Source: an optimization exercise on an open RTL-to-GDS flow (aim: small area, a short achievable clock period and few clock cycles). Production flows keep margins and buffers that such runs may drop. Where RTL was checked, it was by simulation tests only, not by an equivalence proof against the original. Power figures rest on the tool's default switching activity, not on a simulated workload.

Setup of run A:
Design routing_table_reader, start of the top module:
module routing_table_reader
#(
    parameter int ADDR_W      = 16,
    parameter int HOST_IDX_W  = 6,
    parameter int SWITCH_ID_W = 4
) (
    input  logic                    clk,
    input  logic                    rst_n,
    output logic [ADDR_W-1:0]       mem_addr,
    input  logic [WORD_W-1:0]       mem_data,
    input  logic                    load_req,
    output logic                    load_ack,
    output logic                    tables_valid,
    output logic                    parse_error,
    input  logic                    host_req,
    input  logic [HOST_IDX_W-1:0]   host_index,
    output logic                    host_ack,
    output logic                    host_found,
    output logic [HOST_ENTRY_W-1:0] host_entry,
    input  logic                    path_req,
    input  logic [SWITCH_ID_W-1:0]  src_switch,
    input  logic [SWITCH_ID_W-1:0]  dst_switch,
    output logic                    path_ack,
    output logic [PATH_ENTRY_W-1:0] path_entry
);
Size: ~200 flip-flops, roughly 360 I/O pins, ~0.011 mm² of cells after synthesis.
==> flow/config.mk <==
export PLATFORM = sky130hd
export DESIGN_NAME = routing_table_reader
export DESIGN_NICKNAME = routing_table_reader
export VERILOG_FILES = /design/flow/design.v
export SDC_FILE = /design/flow/constraint.sdc
export NUM_CORES = 4
export LEC_CHECK = 0
export CAP_MARGIN = 20
export CORE_MARGIN = 2
export CORE_UTILIZATION = 30
export SETUP_SLACK_MARGIN = 4.25
export SLEW_MARGIN = 20
export TNS_END_PERCENT = 10
==> flow/constraint.sdc <==
create_clock -name core_clock -period 8.0 [get_ports {clk}]
set_input_delay 1.6000 -clock core_clock [delete_from_list [all_inputs] [get_ports {clk}]]
set_output_delay 1.6000 -clock core_clock [all_outputs]
set_load 0.01 [all_outputs]
standard.sh (not shown) runs the stock make flow with config.mk's settings and CLKGATE_MAP_FILE= SYNTH_SCRIPT=/design/flow/synth_recipe.tcl, a recipe that flattens the netlist after the stock synthesis.
==> flow/flow/run.sh <==
#!/bin/bash
# Standard synthesis, then the standard layout with plain buffers on the ports.
set -euo pipefail
bash standard.sh synth > synth.log 2>&1
export BUFFER_PORTS_ARGS="-buffer_cell sky130_fd_sc_hd__buf_1"
bash standard.sh finish > layout.log 2>&1
Edits applied to the flow inputs when going from run A to run B:
-- flow/config.mk --
<<< run A, line 13
export TNS_END_PERCENT = 10
>>> run B, line 13
==> comparison <==
Run B finished end to end and its layout was clean on timing, DRC and antenna.
The higher number of buffers and inverters on the critical path came out of run B.
Run A vs run B, end point of the critical path: path_entry[14] vs ahi[12]
Number of instances in the placed design: run A vs run B, no meaningful difference
Between run A and run B, the post-layout instance area is lower for run A.
Run B ended up with kmul[2] as its start point of the critical path; run A ended up with mem_data[6].
### run B -> run C
-- flow/config.mk --
<<< run B, line 11
>>> run C, line 11
export CTS_BUF_LIST = sky130_fd_sc_hd__clkbuf_8
export CTS_CLUSTER_SIZE = 10
[summary]
Delta (run C minus run B): met1 usage in global routing down 0.25 points; global-route wire length before repair flat; area overhead of the layout relative to synthesis down 2.4 points; total power density per cell area down about 2.3%. The clock period minus worst slack on run C is in line with that on run B. Diff run B..run C | part of the cycle the worst path needs | negligible. Diff run C..run B | clock-buffer cell count | unchanged.
What run D does differently from run C at the input level:
-- flow/config.mk --
<<< run C, line 11
export CTS_BUF_LIST = sky130_fd_sc_hd__clkbuf_8
export CTS_CLUSTER_SIZE = 10
>>> run D, line 11
export CTS_BUF_LIST = sky130_fd_sc_hd__clkbuf_8 sky130_fd_sc_hd__clkbuf_16
==> comparison <==
Run D reached the end of the flow, and the finished layout is clean on the timing, DRC and antenna checks. Transition time at the pin with the least slew margin delta (run C -> run D): insignificant. Comparing run D and run C, via count is higher on run D. Final period utilization: run C vs run D, no meaningful difference. Delta (run D minus run C): number of core rows flat, clock buffer count flat. Run D ends up with a share of total power in the clock network that is 3.9 points higher than in run C. Number of violations reported at the end of detailed-routing iteration 0 in run D is 59 below run C. When run D is measured against run C, its switching part of the total power turns out 1.5 points lower. Run D against run C: final setup slack of the worst path now sits at about the same level, net total in the final layout picked up an extra 6.
No run of this note included a check of the RTL's function; only the layout flow was run.


routing_table_reader, a different RTL version from the one above (not shown whole).
For scale: roughly 940 cells after synthesis, ~360 I/O pins, about 11000 um^2 of cells after synthesis.
export LEC_CHECK = 0
export CAP_MARGIN = 20
export CORE_MARGIN = 2
export CORE_UTILIZATION = 30
export SETUP_SLACK_MARGIN = 4.4
export SLEW_MARGIN = 20
create_clock -name core_clock -period 8.0 [get_ports {clk}]
==> flow/flow/run.sh <==
#!/bin/bash
# Standard synthesis, then the standard layout with plain buffers on the ports
# and a clock tree without dummy loads.
set -euo pipefail
bash standard.sh synth > synth.log 2>&1
export BUFFER_PORTS_ARGS="-buffer_cell sky130_fd_sc_hd__buf_1"
export CTS_ARGS="-sink_clustering_enable -repair_clock_nets -dont_use_dummy_load"
bash standard.sh finish > layout.log 2>&1
Edit:
Settings changed: SETUP_SLACK_MARGIN 4.4 to 4.6.
The new run passed the timing, DRC and antenna checks.
Worst hold slack gains 0.0056 ns.
Core utilization goes up by 3.7 points.
Global-route usage climbs by 0.77 points.
Power is higher by about 4%.
No run of this note included a check of the RTL's function; only the layout flow was run.


routing_table_reader, a different RTL version from the one above (not shown whole).
For scale: about 180 flip-flops, roughly 360 I/O pins.
clock: 8.0 ns
lec_check: 0
cap_margin: 20
core_margin: 2
core_utilization: 30
cts_buf_list: sky130_fd_sc_hd__clkbuf_8
cts_cluster_diameter: 40
cts_cluster_size: 8
setup_slack_margin: 4.25
slew_margin: 20
==> flow/flow/run.sh <==
#!/bin/bash
# Standard synthesis, then the standard layout with plain buffers on the ports.
set -euo pipefail
bash standard.sh synth > synth.log 2>&1
export BUFFER_PORTS_ARGS="-buffer_cell sky130_fd_sc_hd__buf_1"
bash standard.sh finish > layout.log 2>&1
Testbench counts at the start, summed over its fixed seeds: cycles 7,945.
Rerun with:
==> flow/flow/run.sh (replaced) <==
#!/bin/bash
# Standard synthesis, then the standard layout with plain buffers on the ports
# and a clock tree without dummy loads.
set -euo pipefail
bash standard.sh synth > synth.log 2>&1
export BUFFER_PORTS_ARGS="-buffer_cell sky130_fd_sc_hd__buf_1"
export CTS_ARGS="-sink_clustering_enable -repair_clock_nets -dont_use_dummy_load"
bash standard.sh finish > layout.log 2>&1
- CORE_UTILIZATION: 30 -> 25
- CTS_BUF_LIST: sky130_fd_sc_hd__clkbuf_8 -> not set
- CTS_CLUSTER_DIAMETER: 40 -> not set
- CTS_CLUSTER_SIZE: 8 -> not set
- SETUP_SLACK_MARGIN: 4.25 -> 4.4
- The changed run completed with no timing, DRC or antenna violations
- synthesized area is unchanged
- combinational power grows by 8.0%
- routed wire length came out higher by 12%
- sequential share of layout area shrinks by 1.5 points
- hold slack degrades by 0.013 ns
- die area rises by 20%
- design area went up by 3.6%
- count of clock-buffer cells in the layout is unchanged
- clock power went up by 7.9%
Rerun with:
==> flow/flow/run.sh (replaced) <==
#!/bin/bash
# Standard synthesis, then the standard layout with plain buffers on the ports.
set -euo pipefail
bash standard.sh synth > synth.log 2>&1
export BUFFER_PORTS_ARGS="-buffer_cell sky130_fd_sc_hd__buf_1"
bash standard.sh finish > layout.log 2>&1
- CORE_UTILIZATION: 25 -> 30
- SETUP_SLACK_MARGIN: 4.4 -> 4.25
=>
- The changed run produced a clean layout
- sequential power stays flat
- setup slack degrades by 0.12 ns
- via count barely changes
- core utilization went up by 4.9 points
- maximum frequency falls by 3.4%
Rerun with:
==> flow/flow/run.sh (replaced) <==
#!/bin/bash
# Standard synthesis, then the standard layout with plain buffers on the ports
# and a clock tree without dummy loads.
set -euo pipefail
bash standard.sh synth > synth.log 2>&1
export BUFFER_PORTS_ARGS="-buffer_cell sky130_fd_sc_hd__buf_1"
export CTS_ARGS="-sink_clustering_enable -repair_clock_nets -dont_use_dummy_load"
bash standard.sh finish > layout.log 2>&1
Die area is unchanged.
Synthesized area is unchanged.
Non-clock buffer count rose by 3.
Combinational power barely changes.
Total power is lower by a few percent.
Final area shrinks slightly.
Global-route usage hardly moves.
Rerun with:
- PLACE_DENSITY: not set -> 0.8
- SETUP_SLACK_MARGIN: 4.25 -> 4.4
Effect: The new run passed the timing, DRC and antenna checks; sequential power hardly moves; cell area is higher by 2.5%; utilization is higher by 0.82 points; setup slack is better by 0.10 ns; via count is higher by about 2.1%; wire length is higher by 0.35%; hold slack barely changes; die area stays the same; synthesized area stays the same; global-route usage is lower by 0.11 points.


v8:
Starting RTL as in the previous note.
Settings: LEC_CHECK=0, CAP_MARGIN=20, CORE_MARGIN=2, CORE_UTILIZATION=30, SETUP_SLACK_MARGIN=4.4, SLEW_MARGIN=20; clock period 8.0 ns.
==> flow/flow/run.sh <==
#!/bin/bash
# Standard synthesis, then the standard layout with plain buffers on the ports
# and a clock tree without dummy loads.
set -euo pipefail
bash standard.sh synth > synth.log 2>&1
export BUFFER_PORTS_ARGS="-buffer_cell sky130_fd_sc_hd__buf_1"
export CTS_ARGS="-sink_clustering_enable -repair_clock_nets -dont_use_dummy_load -sink_clustering_size 30 -sink_clustering_max_diameter 100"
bash standard.sh finish > layout.log 2>&1
Testbench counts of v8, summed over its fixed seeds: cycles 7,945.
For v39, these inputs were changed with respect to v8:
Settings: CAP_MARGIN now 5, was 20; SLEW_MARGIN now 5, was 20.
--- a/flow/flow/run.sh
+++ b/flow/flow/run.sh
@@ -6,3 +6,3 @@
 export BUFFER_PORTS_ARGS="-buffer_cell sky130_fd_sc_hd__buf_1"
-export CTS_ARGS="-sink_clustering_enable -repair_clock_nets -dont_use_dummy_load -sink_clustering_size 30 -sink_clustering_max_diameter 100"
+export CTS_ARGS="-sink_clustering_enable -repair_clock_nets -dont_use_dummy_load"
 bash standard.sh finish > layout.log 2>&1
Delta (v39 minus v8): wire length held, stage delay of the slowest cell on the critical path saw an increase. Between v39 and v8, the net switching power figure does not differ in any meaningful way. Global-route wire length before repair across v39 and v8: no real change. As far as met3 usage is concerned, v39 and v8 perform about the same. Higher fraction of final layout cells with drive strength greater than 1 goes to v8 over v39. Compared with v8, v39 shows a number of antenna violations at the first check in global routing that is 1 lower. Via count of the routed design, v39 and v8, lower one = v39. On global-route usage, v8 tracks v39 almost exactly.
For v52, these inputs were changed with respect to v39:
Settings: SLEW_MARGIN now 20, was 5; CAP_MARGIN now 20, was 5; CORE_UTILIZATION now 36, was 30.
## What came out
- Looking at die area, v52 sits about 16% lower than v39 does.
- v39: no failed stages, no open violations at the end
- Having completed the whole flow, v52 delivered a layout that passed the timing, DRC and antenna checks.
- Any difference in post-layout instance area between v52 and v39 is small enough to ignore.
- v52 vs v39 — met3 track demand over resource rose 0.44 points.
- The clock period minus worst slack on v52 is in line with that on v39.
- v52: critical path depth 8 below v39
- The total power reported for v52 is greater than that of v39 by 0.000030 W.
- The area fraction of clock buffers and clock inverters was comparable across v52 and v39.
- [compare] base=v39 new=v52: number of buffers other than clock buffers in the final layout went up by 5; cell count went down by about 4%; share of the synthesized netlist area taken by xor and xnor gates was more or less identical.
--- input diff v52..v36 ---
Settings: a change of CORE_UTILIZATION from 36 to 30; a change of SETUP_SLACK_MARGIN from 4.4 to 4.55.
Notes after the runs:
v36 vs. v52: portion of the layout cell area used by clock cells went down; initial antenna violation count went down. Between v52 and v36, cell area increased. Against v52, total power in v36 came out worse. v36 against v52: non-clock buffer count picked up an extra 3.4%; post-DP HPWL lost about 3.2%; worst hold path stage count picked up an extra 1.


== old ==
Starting RTL as in the previous note.
export LEC_CHECK = 0
export CAP_MARGIN = 20
export CORE_MARGIN = 2
export CORE_UTILIZATION = 30
export SETUP_SLACK_MARGIN = 4.25
export SLEW_MARGIN = 20
create_clock -name core_clock -period 8.0 [get_ports {clk}]
==> flow/flow/run.sh <==
#!/bin/bash
# Standard synthesis, then the standard layout with plain buffers on the ports
# and a clock tree without dummy loads.
set -euo pipefail
bash standard.sh synth > synth.log 2>&1
export BUFFER_PORTS_ARGS="-buffer_cell sky130_fd_sc_hd__buf_1"
export CTS_ARGS="-sink_clustering_enable -repair_clock_nets -dont_use_dummy_load -buf_list sky130_fd_sc_hd__clkbuf_8 -root_buf sky130_fd_sc_hd__clkbuf_16"
bash standard.sh finish > layout.log 2>&1
Testbench counts of old, summed over its fixed seeds: cycles 7,945.
Relative to old, the following input files were edited for new:
- a change of SETUP_SLACK_MARGIN from 4.25 to 4.4
==> flow/flow/run.sh <==
#!/bin/bash
# Standard synthesis, then the standard layout with plain buffers on the ports
# and a clock tree without dummy loads.
set -euo pipefail
bash standard.sh synth > synth.log 2>&1
export BUFFER_PORTS_ARGS="-buffer_cell sky130_fd_sc_hd__buf_1"
export CTS_ARGS="-repair_clock_nets -dont_use_dummy_load"
bash standard.sh finish > layout.log 2>&1
--- outcome ---
- Summary of new over old: combinational group power has increased, minimum setup slack in the final design has increased, worst setup skew after layout has decreased, multi-input logic portion of the cell area has decreased, flip-flop and latch count has remained practically unchanged.
- new vs old, post-route clock period utilization went down by 1.6 points.
- Data arrival time at the worst-slack endpoint came out lower on new than on old.
- Changes observed in new relative to old: flip-flop and latch share of the layout cell area has decreased, final wirelength climbed 1.1%, worst hold slack lower.


routing_table_reader, a different RTL version from the one above (not shown whole).
For scale: about 190 flip-flops, about 360 I/O pins, roughly 11000 sq um of cells after synthesis.
clock: 8.0 ns
lec_check: 0
abc_clock_period_in_ps: 3000
cap_margin: 20
core_margin: 2
core_utilization: 40
setup_slack_margin: 4.5
slew_margin: 20
==> flow/flow/run.sh <==
#!/bin/bash
# Standard synthesis, then the standard layout with plain buffers on the ports.
set -euo pipefail
bash standard.sh synth > synth.log 2>&1
export BUFFER_PORTS_ARGS="-buffer_cell sky130_fd_sc_hd__buf_1"
bash standard.sh finish > layout.log 2>&1
==> next run, changes <==
==> flow/run.sh (new file) <==
#!/bin/bash
# synth_recipe.tcl (not shown) runs the flow's synth.tcl, then flattens the netlist and writes it again
# the make line also repeats each setting of config.mk as NAME=value (left out here)
make -C /OpenROAD-flow-scripts/flow DESIGN_CONFIG=/design/flow/config.mk WORK_HOME=/design/flow/orfs CLKGATE_MAP_FILE= SYNTH_SCRIPT=/design/flow/synth_recipe.tcl finish
Settings changed: ABC_CLOCK_PERIOD_IN_PS 3000 to default.
removed: flow/flow/run.sh
removed: flow/standard.sh
After rerunning: Wire length is higher by 6.0%. Count of clock-buffer cells in the layout is higher by 1. Clock skew hardly moves. Synthesized cell count is unchanged. Worst setup slack loses 0.14 ns. Die area does not change. Sequential share of layout area is lower by 5.5 points. Total power is higher by 2.4%. Maximum frequency is lower by 3.2%. Global-route usage is higher by 1.6 points.
==> next run, changes <==
==> flow/flow/run.sh (new file) <==
#!/bin/bash
# Standard synthesis, then the standard layout with plain buffers on the ports.
set -euo pipefail
bash standard.sh synth > synth.log 2>&1
export BUFFER_PORTS_ARGS="-buffer_cell sky130_fd_sc_hd__buf_1"
bash standard.sh finish > layout.log 2>&1
==> flow/standard.sh (new file) <==
#!/bin/bash
# synth_recipe.tcl (not shown) runs the flow's synth.tcl, then flattens the netlist and writes it again
# the make line also repeats each setting of config.mk as NAME=value (left out here)
make -C /OpenROAD-flow-scripts/flow DESIGN_CONFIG=/design/flow/config.mk WORK_HOME=/design/flow/orfs CLKGATE_MAP_FILE= SYNTH_SCRIPT=/design/flow/synth_recipe.tcl "${@:-finish}"
removed: flow/run.sh
Cell count is about the same.
Routed wire length is lower by about 6%.
Utilization is lower by 7.3 points.
Total power came out lower by 2.4%.
Count of clock-buffer cells in the layout is lower by 1.
Final area goes down by 13%.
Setup slack gains 0.14 ns.
Sequential share of layout area is higher by 5.5 points.
No functional check of the RTL was part of any run of this note.


green:
routing_table_reader with an RTL version that a note above also has.
Size: about 900 cells after synthesis, ~360 I/O pins, about 0.010 mm2 of cells after synthesis.
Design routing_table_reader, start of the top module:
module routing_table_reader
#(
    parameter int ADDR_W      = 16,
    parameter int HOST_IDX_W  = 6,
    parameter int SWITCH_ID_W = 4
) (
    input  logic                    clk,
    input  logic                    rst_n,
    output logic [ADDR_W-1:0]       mem_addr,
    input  logic [WORD_W-1:0]       mem_data,
    input  logic                    load_req,
    output logic                    load_ack,
    output logic                    tables_valid,
    output logic                    parse_error,
    input  logic                    host_req,
    input  logic [HOST_IDX_W-1:0]   host_index,
    output logic                    host_ack,
    output logic                    host_found,
    output logic [HOST_ENTRY_W-1:0] host_entry,
    input  logic                    path_req,
    input  logic [SWITCH_ID_W-1:0]  src_switch,
    input  logic [SWITCH_ID_W-1:0]  dst_switch,
    output logic                    path_ack,
    output logic [PATH_ENTRY_W-1:0] path_entry
);
Settings: LEC_CHECK=0, CAP_MARGIN=20, CORE_MARGIN=2, CORE_UTILIZATION=30, SETUP_SLACK_MARGIN=4.4, SLEW_MARGIN=20; clock period 8.0 ns.
==> flow/flow/run.sh <==
#!/bin/bash
# Standard synthesis, then the standard layout with plain buffers on the ports
# and a clock tree without dummy loads.
set -euo pipefail
bash standard.sh synth > synth.log 2>&1
export BUFFER_PORTS_ARGS="-buffer_cell sky130_fd_sc_hd__buf_1"
export CTS_ARGS="-sink_clustering_enable -repair_clock_nets -dont_use_dummy_load"
bash standard.sh finish > layout.log 2>&1
green: flow completed, timing, DRC and antenna clean
Testbench counts of green, summed over its fixed seeds: cycles 7,945.
#### Input delta (blue over green)
- GPL_TIMING_DRIVEN: unset -> 1
## What came out
Max-slew violation count: blue vs green identical
Between blue and green, the difference in portion of total power attributed to sequential cells is negligible.
There was hardly any difference in multiplexer share of the synthesized area between green and blue.

what the ideal ports hide:
The results above use ideal ports. As a check the final layouts listed here were re-extracted and re-timed, cells and wires unchanged.
Step 1, drivers: a clkbuf_16 drives clk and a buf_2 each remaining input, both assumed.
Step 2, shift: input delay + t, output delay - t, t = (earliest + latest rising clock arrival at the registers) / 2. This alone moves slack from input paths to output paths.
Three values: no drivers, after step 1, after step 2; two values: the first two.
run | t (ns) | slack for setup (ns) | hold WS [ns]
run A | 0.496 | 4.025 / 4.000 / 3.770 | 0.477 / 0.477 / 0.477
run B | 0.492 | 4.272 / 4.267 / 3.824 | 0.469 / 0.469 / 0.469
run C | 0.547 | 4.272 / 4.269 / 3.813 | 0.477 / 0.477 / 0.477
run D | 0.492 | 4.272 / 4.267 / 3.824 | 0.469 / 0.469 / 0.469
the first run of note 2 | 0.476 | 4.407 / 4.384 / 3.947 | 0.506 / 0.506 / 0.506
the second run of note 2 | 0.471 | 4.440 / 4.433 / 3.975 | 0.511 / 0.511 / 0.511
the first run of note 3 | 0.495 | 4.287 / 4.257 / 3.888 | 0.502 / 0.502 / 0.502
the second run of note 3 | 0.463 | 4.422 / 4.399 / 3.972 | 0.489 / 0.489 / 0.489
the third run of note 3 | 0.474 | 4.297 / 4.267 / 3.949 | 0.489 / 0.489 / 0.489
the fourth run of note 3 | 0.460 | 4.282 / 4.251 / 3.957 | 0.487 / 0.487 / 0.487
the fifth run of note 3 | 0.472 | 4.386 / 4.386 / 3.914 | 0.485 / 0.485 / 0.485
v8 | 0.460 | 4.412 / 4.391 / 3.955 | 0.480 / 0.480 / 0.480
v39 | 0.468 | 4.404 / 4.392 / 3.948 | 0.482 / 0.482 / 0.482
v52 | 0.460 | 4.402 / 4.373 / 3.977 | 0.507 / 0.507 / 0.507
v36 | 0.457 | 4.469 / 4.430 / 4.041 | 0.517 / 0.517 / 0.517
old | 0.421 | 4.287 / 4.257 / 3.940 | 0.491 / 0.491 / 0.491
new | 0.460 | 4.412 / 4.391 / 3.955 | 0.480 / 0.480 / 0.480
the first run of note 6 | 0.490 | 3.720 / 3.720 / 3.720 | 0.503 / 0.503 / 0.503
the second run of note 6 | 0.489 | 3.580 / 3.580 / 3.580 | 0.492 / 0.492 / 0.492
the third run of note 6 | 0.490 | 3.720 / 3.720 / 3.720 | 0.503 / 0.503 / 0.503
green | 0.460 | 4.412 / 4.391 / 3.955 | 0.480 / 0.480 / 0.480
blue | 0.460 | 4.412 / 4.391 / 3.955 | 0.480 / 0.480 / 0.480
After both steps every run listed still meets setup and hold. The setup slack of the fifth run of note 3, which loses most, moves by 0.000 ns with the drivers and by -0.472 ns with both steps.
